Context: an optimization exercise on an open-source flow, tuned for small area and a short achievable clock period. The choices shown serve that exercise and are no tape-out recipe.
Where RTL was checked, it was by simulation tests only, not by an equivalence proof against the original.
No activity file was given, so power comes from the tool's default toggle rates.

==> build 65 <==
==> flow/design.v <==
package mc_fifo_pkg;
    localparam int DEF_WIDTH     = 8;
    localparam int DEF_DEPTH     = 32;
    localparam int DEF_CHANNELS  = 4;
    localparam int DEF_AF_MARGIN = 2;
    localparam int DEF_AE_MARGIN = 2;
    function automatic int width_of(input int n);
        width_of = (n <= 1) ? 1 : $clog2(n);
    endfunction
endpackage
module mc_fifo_ctrl
#(
    parameter int DEPTH     = mc_fifo_pkg::DEF_DEPTH,
    parameter int AF_MARGIN = mc_fifo_pkg::DEF_AF_MARGIN,
    parameter int AE_MARGIN = mc_fifo_pkg::DEF_AE_MARGIN
) (
    input  logic                                    wr_req,
    input  logic                                    rd_req,
    input  logic                                    clear_err,
    input  logic [mc_fifo_pkg::width_of(DEPTH):0]   count_q,
    input  logic                                    empty_q,
    input  logic                                    af_q,
    input  logic                                    ae_q,
    input  logic                                    overflow_q,
    input  logic                                    underflow_q,
    output logic                                    wr_acc,
    output logic                                    rd_acc,
    output logic [mc_fifo_pkg::width_of(DEPTH):0]   count_d,
    output logic                                    empty_d,
    output logic                                    af_d,
    output logic                                    ae_d,
    output logic                                    overflow_d,
    output logic                                    underflow_d
);
    localparam int AW    = mc_fifo_pkg::width_of(DEPTH);
    localparam int CNT_W = AW + 1;
    if (AF_MARGIN + 1 > DEPTH - 1) begin : g_bad_af
        $error("mc_fifo_ctrl: AF_MARGIN must leave room for the look-ahead compare");
    end
    logic full, inc, dec;
    assign full = count_q[AW];
    assign wr_acc = wr_req && !full;
    assign rd_acc = rd_req && !empty_q;
    assign inc = wr_acc && !rd_acc;
    assign dec = rd_acc && !wr_acc;
    always_comb begin
        count_d = count_q;
        empty_d = empty_q;
        af_d    = af_q;
        ae_d    = ae_q;
        if (inc) begin
            count_d = count_q + 1'b1;
            empty_d = 1'b0;
            af_d    = (count_q >= CNT_W'(DEPTH - AF_MARGIN - 1));
            ae_d    = (count_q <= CNT_W'(AE_MARGIN - 1));
        end else if (dec) begin
            count_d = count_q - 1'b1;
            empty_d = (count_q == CNT_W'(1));
            af_d    = (count_q >= CNT_W'(DEPTH - AF_MARGIN + 1));
            ae_d    = (count_q <= CNT_W'(AE_MARGIN + 1));
        end
    end
    always_comb begin
        overflow_d  = clear_err ? 1'b0 : overflow_q;
        underflow_d = clear_err ? 1'b0 : underflow_q;
        if (wr_req && full) begin
            overflow_d = 1'b1;
        end
        if (rd_req && empty_q) begin
            underflow_d = 1'b1;
        end
    end
endmodule
module mc_fifo_dec #(
    parameter int AW = 5
) (
    input  logic [AW-1:0]      idx,
    output logic [(1<<AW)-1:0] sel
);
    for (genvar s = 0; s < (1 << AW); s++) begin : g_sel
        assign sel[s] = (idx == AW'(s));
    end
endmodule
module mc_fifo_aomux #(
    parameter int N = 32,
    parameter int W = 8
) (
    input  logic [N-1:0]   sel,
    input  logic [N*W-1:0] d,
    output logic [W-1:0]   q
);
    always_comb begin
        q = '0;
        for (int s = 0; s < N; s++) begin
            q = q | ({W{sel[s]}} & d[s*W +: W]);
        end
    end
endmodule
module mc_fifo_aotree32 #(
    parameter int W = 8
) (
    input  logic [31:0]   sel,
    input  logic [32*W-1:0] d,
    output logic [W-1:0]  q
);
    for (genvar b = 0; b < W; b++) begin : g_bit
        logic [3:0]  grp;
        logic [1:0]  half_n;
        for (genvar k = 0; k < 4; k++) begin : g_grp
            logic [7:0] dk;
            for (genvar j = 0; j < 8; j++) begin : g_d
                assign dk[j] = d[(8*k+j)*W + b];
            end
            mc_fifo_ao8 u_ao (
                .sel (sel[8*k +: 8]),
                .d   (dk),
                .y   (grp[k])
            );
        end
        mc_fifo_nor2 u_nor0 (.a (grp[0]), .b (grp[1]), .y (half_n[0]));
        mc_fifo_nor2 u_nor1 (.a (grp[2]), .b (grp[3]), .y (half_n[1]));
        mc_fifo_nand2 u_out (.a (half_n[0]), .b (half_n[1]), .y (q[b]));
    end
endmodule
module mc_fifo_ao8 (
    input  logic [7:0] sel,
    input  logic [7:0] d,
    output logic       y
);
    assign y = |(sel & d);
endmodule
module mc_fifo_nor2 (
    input  logic a, b,
    output logic y
);
    assign y = !(a || b);
endmodule
module mc_fifo_nand2 (
    input  logic a, b,
    output logic y
);
    assign y = !(a && b);
endmodule
module mc_fifo_aomux_n #(
    parameter int N = 4,
    parameter int W = 6
) (
    input  logic [N-1:0]   sel,
    input  logic [N*W-1:0] d_n,
    output logic [W-1:0]   q
);
    always_comb begin
        q = '0;
        for (int s = 0; s < N; s++) begin
            q = q | ({W{sel[s]}} & ~d_n[s*W +: W]);
        end
    end
endmodule
module mc_fifo
#(
    parameter int WIDTH     = mc_fifo_pkg::DEF_WIDTH,
    parameter int DEPTH     = mc_fifo_pkg::DEF_DEPTH,
    parameter int CHANNELS  = mc_fifo_pkg::DEF_CHANNELS,
    parameter int AF_MARGIN = mc_fifo_pkg::DEF_AF_MARGIN,
    parameter int AE_MARGIN = mc_fifo_pkg::DEF_AE_MARGIN
) (
    input  logic                          clk,
    input  logic                          reset,
    input  logic                          write_en,
    input  logic [mc_fifo_pkg::width_of(CHANNELS)-1:0] wr_ch,
    input  logic [WIDTH-1:0]              data_in,
    input  logic                          read_en,
    input  logic [mc_fifo_pkg::width_of(CHANNELS)-1:0] rd_ch,
    input  logic                          clear_err,
    output logic [WIDTH-1:0]              data_out,
    output logic                          data_valid,
    output logic [CHANNELS-1:0]           full,
    output logic [CHANNELS-1:0]           empty,
    output logic [CHANNELS-1:0]           almost_full,
    output logic [CHANNELS-1:0]           almost_empty,
    output logic [mc_fifo_pkg::width_of(DEPTH):0]      rd_count,
    output logic [CHANNELS-1:0]           overflow,
    output logic [CHANNELS-1:0]           underflow
);
    localparam int CW = mc_fifo_pkg::width_of(CHANNELS);
    localparam int AW = mc_fifo_pkg::width_of(DEPTH);
    if ((DEPTH < 4) || ((DEPTH & (DEPTH - 1)) != 0)) begin : g_bad_depth
        $error("mc_fifo: DEPTH must be a power of two and at least 4");
    end
    if (CHANNELS < 1) begin : g_bad_channels
        $error("mc_fifo: CHANNELS must be at least 1");
    end
    if ((AF_MARGIN < 1) || (AF_MARGIN > DEPTH - 1)) begin : g_bad_af
        $error("mc_fifo: AF_MARGIN must be in 1..DEPTH-1");
    end
    if ((AE_MARGIN < 1) || (AE_MARGIN > DEPTH - 1)) begin : g_bad_ae
        $error("mc_fifo: AE_MARGIN must be in 1..DEPTH-1");
    end
    logic [CHANNELS-1:0] wr_req, rd_req, wr_acc, rd_acc;
    logic [AW-1:0]       count_lo_a [CHANNELS];
    logic [AW:0]         count_n_a [CHANNELS];
    logic [WIDTH-1:0]    head_a  [CHANNELS];
    logic [(1<<CW)-1:0]  rd_oh;
    mc_fifo_dec #(.AW(CW)) u_rd_dec (
        .idx (rd_ch),
        .sel (rd_oh)
    );
    for (genvar g = 0; g < CHANNELS; g++) begin : g_ch
        assign wr_req[g] = write_en && (wr_ch == CW'(g));
        assign rd_req[g] = read_en && rd_oh[g];
        logic [AW-1:0] count_lo_q;
        logic          full_q, empty_q, af_q, ae_q, overflow_q, underflow_q;
        logic [AW:0]   count_n_q;
        logic [AW:0]   count_d;
        logic          empty_d, af_d, ae_d, overflow_d, underflow_d;
        mc_fifo_ctrl #(
            .DEPTH     (DEPTH),
            .AF_MARGIN (AF_MARGIN),
            .AE_MARGIN (AE_MARGIN)
        ) u_ctrl (
            .wr_req      (wr_req[g]),
            .rd_req      (rd_req[g]),
            .clear_err   (clear_err),
            .count_q     ({full_q, count_lo_q}),
            .empty_q     (empty_q),
            .af_q        (af_q),
            .ae_q        (ae_q),
            .overflow_q  (overflow_q),
            .underflow_q (underflow_q),
            .wr_acc      (wr_acc[g]),
            .rd_acc      (rd_acc[g]),
            .count_d     (count_d),
            .empty_d     (empty_d),
            .af_d        (af_d),
            .ae_d        (ae_d),
            .overflow_d  (overflow_d),
            .underflow_d (underflow_d)
        );
        always_ff @(posedge clk or posedge reset) begin
            if (reset) begin
                count_lo_q  <= '0;
                full_q      <= 1'b0;
                count_n_q   <= '1;
                empty_q     <= 1'b1;
                af_q        <= 1'b0;
                ae_q        <= 1'b1;
                overflow_q  <= 1'b0;
                underflow_q <= 1'b0;
            end else begin
                count_lo_q  <= count_d[AW-1:0];
                full_q      <= count_d[AW];
                count_n_q   <= ~count_d;
                empty_q     <= empty_d;
                af_q        <= af_d;
                ae_q        <= ae_d;
                overflow_q  <= overflow_d;
                underflow_q <= underflow_d;
            end
        end
        assign full[g]         = full_q;
        assign empty[g]        = empty_q;
        assign almost_full[g]  = af_q;
        assign almost_empty[g] = ae_q;
        assign overflow[g]     = overflow_q;
        assign underflow[g]    = underflow_q;
        assign count_lo_a[g]   = count_lo_q;
        assign count_n_a[g]    = count_n_q;
        logic [WIDTH-1:0] sr_q [DEPTH];
        logic [WIDTH-1:0] rot  [DEPTH];
        always_ff @(posedge clk) begin
            if (wr_acc[g]) begin
                sr_q[0] <= data_in;
                for (int i = 1; i < DEPTH; i++) begin
                    sr_q[i] <= sr_q[i-1];
                end
            end
        end
        for (genvar s = 0; s < DEPTH; s++) begin : g_rot
            assign rot[s] = sr_q[(s + DEPTH - 1) % DEPTH];
        end
        logic [DEPTH-1:0]       rsel;
        logic [DEPTH*WIDTH-1:0] rot_flat;
        for (genvar s = 0; s < DEPTH; s++) begin : g_flat
            assign rot_flat[s*WIDTH +: WIDTH] = rot[s];
        end
        mc_fifo_dec #(.AW(AW)) u_dec (
            .idx (count_lo_a[g]),
            .sel (rsel)
        );
        if (DEPTH == 32) begin : g_tree
            mc_fifo_aotree32 #(.W(WIDTH)) u_mux (
                .sel (rsel),
                .d   (rot_flat),
                .q   (head_a[g])
            );
        end else begin : g_flat_mux
            mc_fifo_aomux #(.N(DEPTH), .W(WIDTH)) u_mux (
                .sel (rsel),
                .d   (rot_flat),
                .q   (head_a[g])
            );
        end
    end
    logic [CHANNELS*(AW+1)-1:0]   count_flat;
    logic [(CHANNELS+1)*WIDTH-1:0] dsel_flat;
    logic [WIDTH-1:0]              data_out_q, data_out_d;
    logic                          data_valid_q;
    logic                          rd_any;
    for (genvar g = 0; g < CHANNELS; g++) begin : g_flat
        assign count_flat[g*(AW+1) +: AW+1] = count_n_a[g];
        assign dsel_flat[g*WIDTH +: WIDTH]  = head_a[g];
    end
    assign dsel_flat[CHANNELS*WIDTH +: WIDTH] = data_out_q;
    assign rd_any = |rd_acc;
    mc_fifo_aomux_n #(.N(CHANNELS), .W(AW+1)) u_cnt_mux (
        .sel (rd_oh[CHANNELS-1:0]),
        .d_n (count_flat),
        .q   (rd_count)
    );
    mc_fifo_aomux #(.N(CHANNELS+1), .W(WIDTH)) u_dout_mux (
        .sel ({!rd_any, rd_acc}),
        .d   (dsel_flat),
        .q   (data_out_d)
    );
    always_ff @(posedge clk or posedge reset) begin
        if (reset) begin
            data_out_q   <= '0;
            data_valid_q <= 1'b0;
        end else begin
            data_valid_q <= rd_any;
            data_out_q   <= data_out_d;
        end
    end
    assign data_out   = data_out_q;
    assign data_valid = data_valid_q;
endmodule
==> flow/run.sh <==
#!/bin/bash
# synth_recipe.tcl (not shown) runs the flow's synth.tcl, then flattens the netlist and writes it again
# the make line also repeats each setting of config.mk as NAME=value (left out here)
make -C /OpenROAD-flow-scripts/flow DESIGN_CONFIG=/design/flow/config.mk WORK_HOME=/design/flow/orfs CLKGATE_MAP_FILE= SYNTH_SCRIPT=/design/flow/synth_recipe.tcl finish
==> flow/config.mk <==
export PLATFORM = sky130hd
export DESIGN_NAME = mc_fifo
export DESIGN_NICKNAME = mc_fifo
export VERILOG_FILES = /design/flow/design.v
export SDC_FILE = /design/flow/constraint.sdc
export NUM_CORES = 4
export LEC_CHECK = 0
export CAP_MARGIN = 20
export CORE_MARGIN = 2
export CORE_UTILIZATION = 50
export CTS_CLUSTER_DIAMETER = 60
export CTS_CLUSTER_SIZE = 30
export SETUP_SLACK_MARGIN = 2.0
export SLEW_MARGIN = 20
export SYNTH_HIERARCHICAL = 1
export SYNTH_MINIMUM_KEEP_SIZE = 0
==> flow/constraint.sdc <==
create_clock -name core_clock -period 4.0 [get_ports {clk}]
set_input_delay 0.8000 -clock core_clock [delete_from_list [all_inputs] [get_ports {clk}]]
set_output_delay 0.8000 -clock core_clock [all_outputs]
set_load 0.01 [all_outputs]
==> trial 58 (differences from build 65) <==
--- a/flow/design.v
+++ b/flow/design.v
@@ -27,4 +27,6 @@
     output logic                                    rd_acc,
     output logic [mc_fifo_pkg::width_of(DEPTH):0]   count_d,
+    output logic [mc_fifo_pkg::width_of(DEPTH):0]   count_d_rd,
+    output logic [mc_fifo_pkg::width_of(DEPTH)-1:0] count_d_pos,
     output logic                                    empty_d,
     output logic                                    af_d,
@@ -44,4 +46,6 @@
     assign inc = wr_acc && !rd_acc;
     assign dec = rd_acc && !wr_acc;
+    assign count_d_rd  = count_d;
+    assign count_d_pos = count_d[AW-1:0];
     always_comb begin
         count_d = count_q;
@@ -142,18 +146,27 @@
     assign y = !(a && b);
 endmodule
-module mc_fifo_aomux_n #(
-    parameter int N = 4,
-    parameter int W = 6
-) (
-    input  logic [N-1:0]   sel,
-    input  logic [N*W-1:0] d_n,
-    output logic [W-1:0]   q
+module mc_fifo_mux2i (
+    input  logic s, a, b,
+    output logic y
 );
-    always_comb begin
-        q = '0;
-        for (int s = 0; s < N; s++) begin
-            q = q | ({W{sel[s]}} & ~d_n[s*W +: W]);
-        end
-    end
+    assign y = !(s ? b : a);
+endmodule
+module mc_fifo_inv (
+    input  logic a,
+    output logic y
+);
+    assign y = !a;
+endmodule
+module mc_fifo_aoi22 (
+    input  logic a0, b0, a1, b1,
+    output logic y
+);
+    assign y = !((a0 && b0) || (a1 && b1));
+endmodule
+module mc_fifo_nand3 (
+    input  logic a, b, c,
+    output logic y
+);
+    assign y = !(a && b && c);
 endmodule
 module mc_fifo
@@ -199,5 +212,5 @@
     logic [CHANNELS-1:0] wr_req, rd_req, wr_acc, rd_acc;
     logic [AW-1:0]       count_lo_a [CHANNELS];
-    logic [AW:0]         count_n_a [CHANNELS];
+    logic [AW:0]         count_rd_a [CHANNELS];
     logic [WIDTH-1:0]    head_a  [CHANNELS];
     logic [(1<<CW)-1:0]  rd_oh;
@@ -209,8 +222,10 @@
         assign wr_req[g] = write_en && (wr_ch == CW'(g));
         assign rd_req[g] = read_en && rd_oh[g];
-        logic [AW-1:0] count_lo_q;
+        logic [AW-1:0] count_lo_q, count_pos_q;
         logic          full_q, empty_q, af_q, ae_q, overflow_q, underflow_q;
-        logic [AW:0]   count_n_q;
-        logic [AW:0]   count_d;
+        logic          not_empty_q, not_ae_q;
+        logic [AW:0]   count_rd_q;
+        logic [AW:0]   count_d, count_d_rd;
+        logic [AW-1:0] count_d_pos;
         logic          empty_d, af_d, ae_d, overflow_d, underflow_d;
         mc_fifo_ctrl #(
@@ -231,4 +246,6 @@
             .rd_acc      (rd_acc[g]),
             .count_d     (count_d),
+            .count_d_rd  (count_d_rd),
+            .count_d_pos (count_d_pos),
             .empty_d     (empty_d),
             .af_d        (af_d),
@@ -241,8 +258,9 @@
                 count_lo_q  <= '0;
                 full_q      <= 1'b0;
-                count_n_q   <= '1;
-                empty_q     <= 1'b1;
+                count_rd_q  <= '0;
+                count_pos_q <= '0;
+                not_empty_q <= 1'b0;
                 af_q        <= 1'b0;
-                ae_q        <= 1'b1;
+                not_ae_q    <= 1'b0;
                 overflow_q  <= 1'b0;
                 underflow_q <= 1'b0;
@@ -250,12 +268,15 @@
                 count_lo_q  <= count_d[AW-1:0];
                 full_q      <= count_d[AW];
-                count_n_q   <= ~count_d;
-                empty_q     <= empty_d;
+                count_rd_q  <= count_d_rd;
+                count_pos_q <= count_d_pos;
+                not_empty_q <= !empty_d;
                 af_q        <= af_d;
-                ae_q        <= ae_d;
+                not_ae_q    <= !ae_d;
                 overflow_q  <= overflow_d;
                 underflow_q <= underflow_d;
             end
         end
+        assign empty_q         = !not_empty_q;
+        assign ae_q            = !not_ae_q;
         assign full[g]         = full_q;
         assign empty[g]        = empty_q;
@@ -264,6 +285,6 @@
         assign overflow[g]     = overflow_q;
         assign underflow[g]    = underflow_q;
-        assign count_lo_a[g]   = count_lo_q;
-        assign count_n_a[g]    = count_n_q;
+        assign count_lo_a[g]   = count_pos_q;
+        assign count_rd_a[g]   = count_rd_q;
         logic [WIDTH-1:0] sr_q [DEPTH];
         logic [WIDTH-1:0] rot  [DEPTH];
@@ -308,19 +329,38 @@
     logic                          rd_any;
     for (genvar g = 0; g < CHANNELS; g++) begin : g_flat
-        assign count_flat[g*(AW+1) +: AW+1] = count_n_a[g];
+        assign count_flat[g*(AW+1) +: AW+1] = count_rd_a[g];
         assign dsel_flat[g*WIDTH +: WIDTH]  = head_a[g];
     end
     assign dsel_flat[CHANNELS*WIDTH +: WIDTH] = data_out_q;
     assign rd_any = |rd_acc;
-    mc_fifo_aomux_n #(.N(CHANNELS), .W(AW+1)) u_cnt_mux (
-        .sel (rd_oh[CHANNELS-1:0]),
-        .d_n (count_flat),
-        .q   (rd_count)
-    );
-    mc_fifo_aomux #(.N(CHANNELS+1), .W(WIDTH)) u_dout_mux (
-        .sel ({!rd_any, rd_acc}),
-        .d   (dsel_flat),
-        .q   (data_out_d)
-    );
+    if (CHANNELS == 4) begin : g_cnt_tree
+        for (genvar b = 0; b <= AW; b++) begin : g_bit
+            logic m01_n, m23_n;
+            mc_fifo_mux2i u_m01 (.s (rd_ch[0]), .a (count_flat[0*(AW+1)+b]), .b (count_flat[1*(AW+1)+b]), .y (m01_n));
+            mc_fifo_mux2i u_m23 (.s (rd_ch[0]), .a (count_flat[2*(AW+1)+b]), .b (count_flat[3*(AW+1)+b]), .y (m23_n));
+            mc_fifo_mux2i u_mq  (.s (rd_ch[1]), .a (m01_n), .b (m23_n), .y (rd_count[b]));
+        end
+    end else begin : g_cnt_mux
+        mc_fifo_aomux #(.N(CHANNELS), .W(AW+1)) u_cnt_mux (
+            .sel (rd_oh[CHANNELS-1:0]),
+            .d   (count_flat),
+            .q   (rd_count)
+        );
+    end
+    if (CHANNELS == 4) begin : g_dout_tree
+        for (genvar b = 0; b < WIDTH; b++) begin : g_bit
+            logic x01_n, x23_n, xh_n;
+            mc_fifo_aoi22 u_x01 (.a0 (rd_acc[0]), .b0 (head_a[0][b]), .a1 (rd_acc[1]), .b1 (head_a[1][b]), .y (x01_n));
+            mc_fifo_aoi22 u_x23 (.a0 (rd_acc[2]), .b0 (head_a[2][b]), .a1 (rd_acc[3]), .b1 (head_a[3][b]), .y (x23_n));
+            mc_fifo_nand2 u_xh  (.a (!rd_any), .b (data_out_q[b]), .y (xh_n));
+            mc_fifo_nand3 u_out (.a (x01_n), .b (x23_n), .c (xh_n), .y (data_out_d[b]));
+        end
+    end else begin : g_dout_mux
+        mc_fifo_aomux #(.N(CHANNELS+1), .W(WIDTH)) u_dout_mux (
+            .sel ({!rd_any, rd_acc}),
+            .d   (dsel_flat),
+            .q   (data_out_d)
+        );
+    end
     always_ff @(posedge clk or posedge reset) begin
         if (reset) begin
Settings changed: CTS_CLUSTER_DIAMETER 60 to 70, SETUP_SLACK_MARGIN 2.0 to 1.65.
==> trial 10 (differences from build 65) <==
--- a/flow/design.v
+++ b/flow/design.v
@@ -157,4 +157,16 @@
     end
 endmodule
+module mc_fifo_mux2i (
+    input  logic s, a, b,
+    output logic y
+);
+    assign y = !(s ? b : a);
+endmodule
+module mc_fifo_inv (
+    input  logic a,
+    output logic y
+);
+    assign y = !a;
+endmodule
 module mc_fifo
 #(
@@ -313,9 +325,19 @@
     assign dsel_flat[CHANNELS*WIDTH +: WIDTH] = data_out_q;
     assign rd_any = |rd_acc;
-    mc_fifo_aomux_n #(.N(CHANNELS), .W(AW+1)) u_cnt_mux (
-        .sel (rd_oh[CHANNELS-1:0]),
-        .d_n (count_flat),
-        .q   (rd_count)
-    );
+    if (CHANNELS == 4) begin : g_cnt_tree
+        for (genvar b = 0; b <= AW; b++) begin : g_bit
+            logic m01, m23, mq_n;
+            mc_fifo_mux2i u_m01 (.s (rd_ch[0]), .a (count_flat[0*(AW+1)+b]), .b (count_flat[1*(AW+1)+b]), .y (m01));
+            mc_fifo_mux2i u_m23 (.s (rd_ch[0]), .a (count_flat[2*(AW+1)+b]), .b (count_flat[3*(AW+1)+b]), .y (m23));
+            mc_fifo_mux2i u_mq  (.s (rd_ch[1]), .a (m01), .b (m23), .y (mq_n));
+            mc_fifo_inv   u_inv (.a (mq_n), .y (rd_count[b]));
+        end
+    end else begin : g_cnt_mux
+        mc_fifo_aomux_n #(.N(CHANNELS), .W(AW+1)) u_cnt_mux (
+            .sel (rd_oh[CHANNELS-1:0]),
+            .d_n (count_flat),
+            .q   (rd_count)
+        );
+    end
     mc_fifo_aomux #(.N(CHANNELS+1), .W(WIDTH)) u_dout_mux (
         .sel ({!rd_any, rd_acc}),
Settings changed: CTS_CLUSTER_DIAMETER 60 to 70, SETUP_SLACK_MARGIN 2.0 to 2.1.
==> trial 57 (differences from build 65) <==
--- a/flow/design.v
+++ b/flow/design.v
@@ -157,4 +157,16 @@
     end
 endmodule
+module mc_fifo_mux2i (
+    input  logic s, a, b,
+    output logic y
+);
+    assign y = !(s ? b : a);
+endmodule
+module mc_fifo_inv (
+    input  logic a,
+    output logic y
+);
+    assign y = !a;
+endmodule
 module mc_fifo
 #(
@@ -313,9 +325,19 @@
     assign dsel_flat[CHANNELS*WIDTH +: WIDTH] = data_out_q;
     assign rd_any = |rd_acc;
-    mc_fifo_aomux_n #(.N(CHANNELS), .W(AW+1)) u_cnt_mux (
-        .sel (rd_oh[CHANNELS-1:0]),
-        .d_n (count_flat),
-        .q   (rd_count)
-    );
+    if (CHANNELS == 4) begin : g_cnt_tree
+        for (genvar b = 0; b <= AW; b++) begin : g_bit
+            logic m01, m23, mq_n;
+            mc_fifo_mux2i u_m01 (.s (rd_ch[0]), .a (count_flat[0*(AW+1)+b]), .b (count_flat[1*(AW+1)+b]), .y (m01));
+            mc_fifo_mux2i u_m23 (.s (rd_ch[0]), .a (count_flat[2*(AW+1)+b]), .b (count_flat[3*(AW+1)+b]), .y (m23));
+            mc_fifo_mux2i u_mq  (.s (rd_ch[1]), .a (m01), .b (m23), .y (mq_n));
+            mc_fifo_inv   u_inv (.a (mq_n), .y (rd_count[b]));
+        end
+    end else begin : g_cnt_mux
+        mc_fifo_aomux_n #(.N(CHANNELS), .W(AW+1)) u_cnt_mux (
+            .sel (rd_oh[CHANNELS-1:0]),
+            .d_n (count_flat),
+            .q   (rd_count)
+        );
+    end
     mc_fifo_aomux #(.N(CHANNELS+1), .W(WIDTH)) u_dout_mux (
         .sel ({!rd_any, rd_acc}),
Settings changed: CTS_CLUSTER_DIAMETER 60 to 70, SETUP_SLACK_MARGIN 2.0 to 1.8.
==> qor summary <==
Sequential share of the synthesized area: build 65 80.1%; trial 58 79.5%; trial 10 80.1%; trial 57 80.1%
Post-Syn Nets: build 65 2394; trial 58 2447; trial 10 2393; trial 57 2393
Parity-gate share of the synthesized area counting xor and xnor cells: build 65 0.429%; trial 58 0.420%; trial 10 0.429%; trial 57 0.429%
Standard cell area after detailed placement: build 65 42800 um^2; trial 58 43500 um^2; trial 10 42900 um^2; trial 57 42900 um^2
Cell area power density: build 65 646 nW/um^2; trial 58 602 nW/um^2; trial 10 615 nW/um^2; trial 57 614 nW/um^2
Met3 WL post-DR: build 65 9990 um; trial 58 8420 um; trial 10 9430 um; trial 57 8800 um
Sequential share of power: build 65 46.5%; trial 58 54.0%; trial 10 49.7%; trial 57 50.3%
Global-route track usage on met2: build 65 34.9%; trial 58 31.9%; trial 10 34.6%; trial 57 34.2%
Cts bufs inserted: build 65 70; trial 58 52; trial 10 52; trial 57 50
Final Net Count: build 65 2652; trial 58 2500; trial 10 2618; trial 57 2591
Aggregate global-route resource usage: build 65 23.8%; trial 58 22.1%; trial 10 23.3%; trial 57 22.9%
Outcome: build 65 complete, no violations; trial 58 complete, no violations; trial 10 complete, no violations; trial 57 complete, no violations
Min-Delay Endpoint: build 65 -; trial 58 g_ch[3].sr_q[21][1]; trial 10 g_ch[1].sr_q[1][2]; trial 57 g_ch[1].sr_q[18][6]
Non-filler instance count after layout: build 65 3739; trial 58 3580; trial 10 3691; trial 57 3665
Tot Pwr: build 65 0.0311 W; trial 58 0.0275 W; trial 10 0.0292 W; trial 57 0.0288 W
End point of the critical path: build 65 rd_count[3]; trial 58 rd_count[2]; trial 10 rd_count[2]; trial 57 rd_count[2]
Total number of tap cells: build 65 1060; trial 58 1070; trial 10 1060; trial 57 1060
Number of combinational gates with multiple inputs: build 65 1166; trial 58 1168; trial 10 1160; trial 57 1160
Die Area: build 65 84000 um^2; trial 58 85800 um^2; trial 10 84000 um^2; trial 57 84000 um^2
No functional check of the RTL was part of trial 58, trial 10 and trial 57.

## what the ideal ports hide
How much do the figures lean on ideal ports? The routed layouts below were timed once more, with nothing changed but the port constraints.
Step 1 sets driving cells, clkbuf_16 on the clock port and buf_2 on the other inputs (assumed; they add their load-dependent delay and slew).
Step 2, shift: input delay + t, output delay - t, t = (earliest + latest rising clock arrival at the registers) / 2. This alone moves slack from input paths to output paths.
Slacks: ideal ports / drivers / drivers and shift; pairs: ideal ports / drivers.
run	t (ns)	slack for setup (ns)	worst register clock-pin slew, ns	worst data-port slew with drivers (ns)
build 65	0.701	1.612 / 1.549 / 1.186	0.11 / 0.11	0.04
trial 58	0.711	1.642 / 1.574 / 1.034	0.11 / 0.11	0.09
trial 10	0.715	1.499 / 1.433 / 1.350	0.12 / 0.12	0.03
trial 57	0.694	1.516 / 1.454 / 1.111	0.11 / 0.11	0.11
After both steps every run listed still meets setup and hold. For trial 58, which loses most, drivers alone change the setup slack by -0.068 ns; drivers and shift together by -0.608 ns.
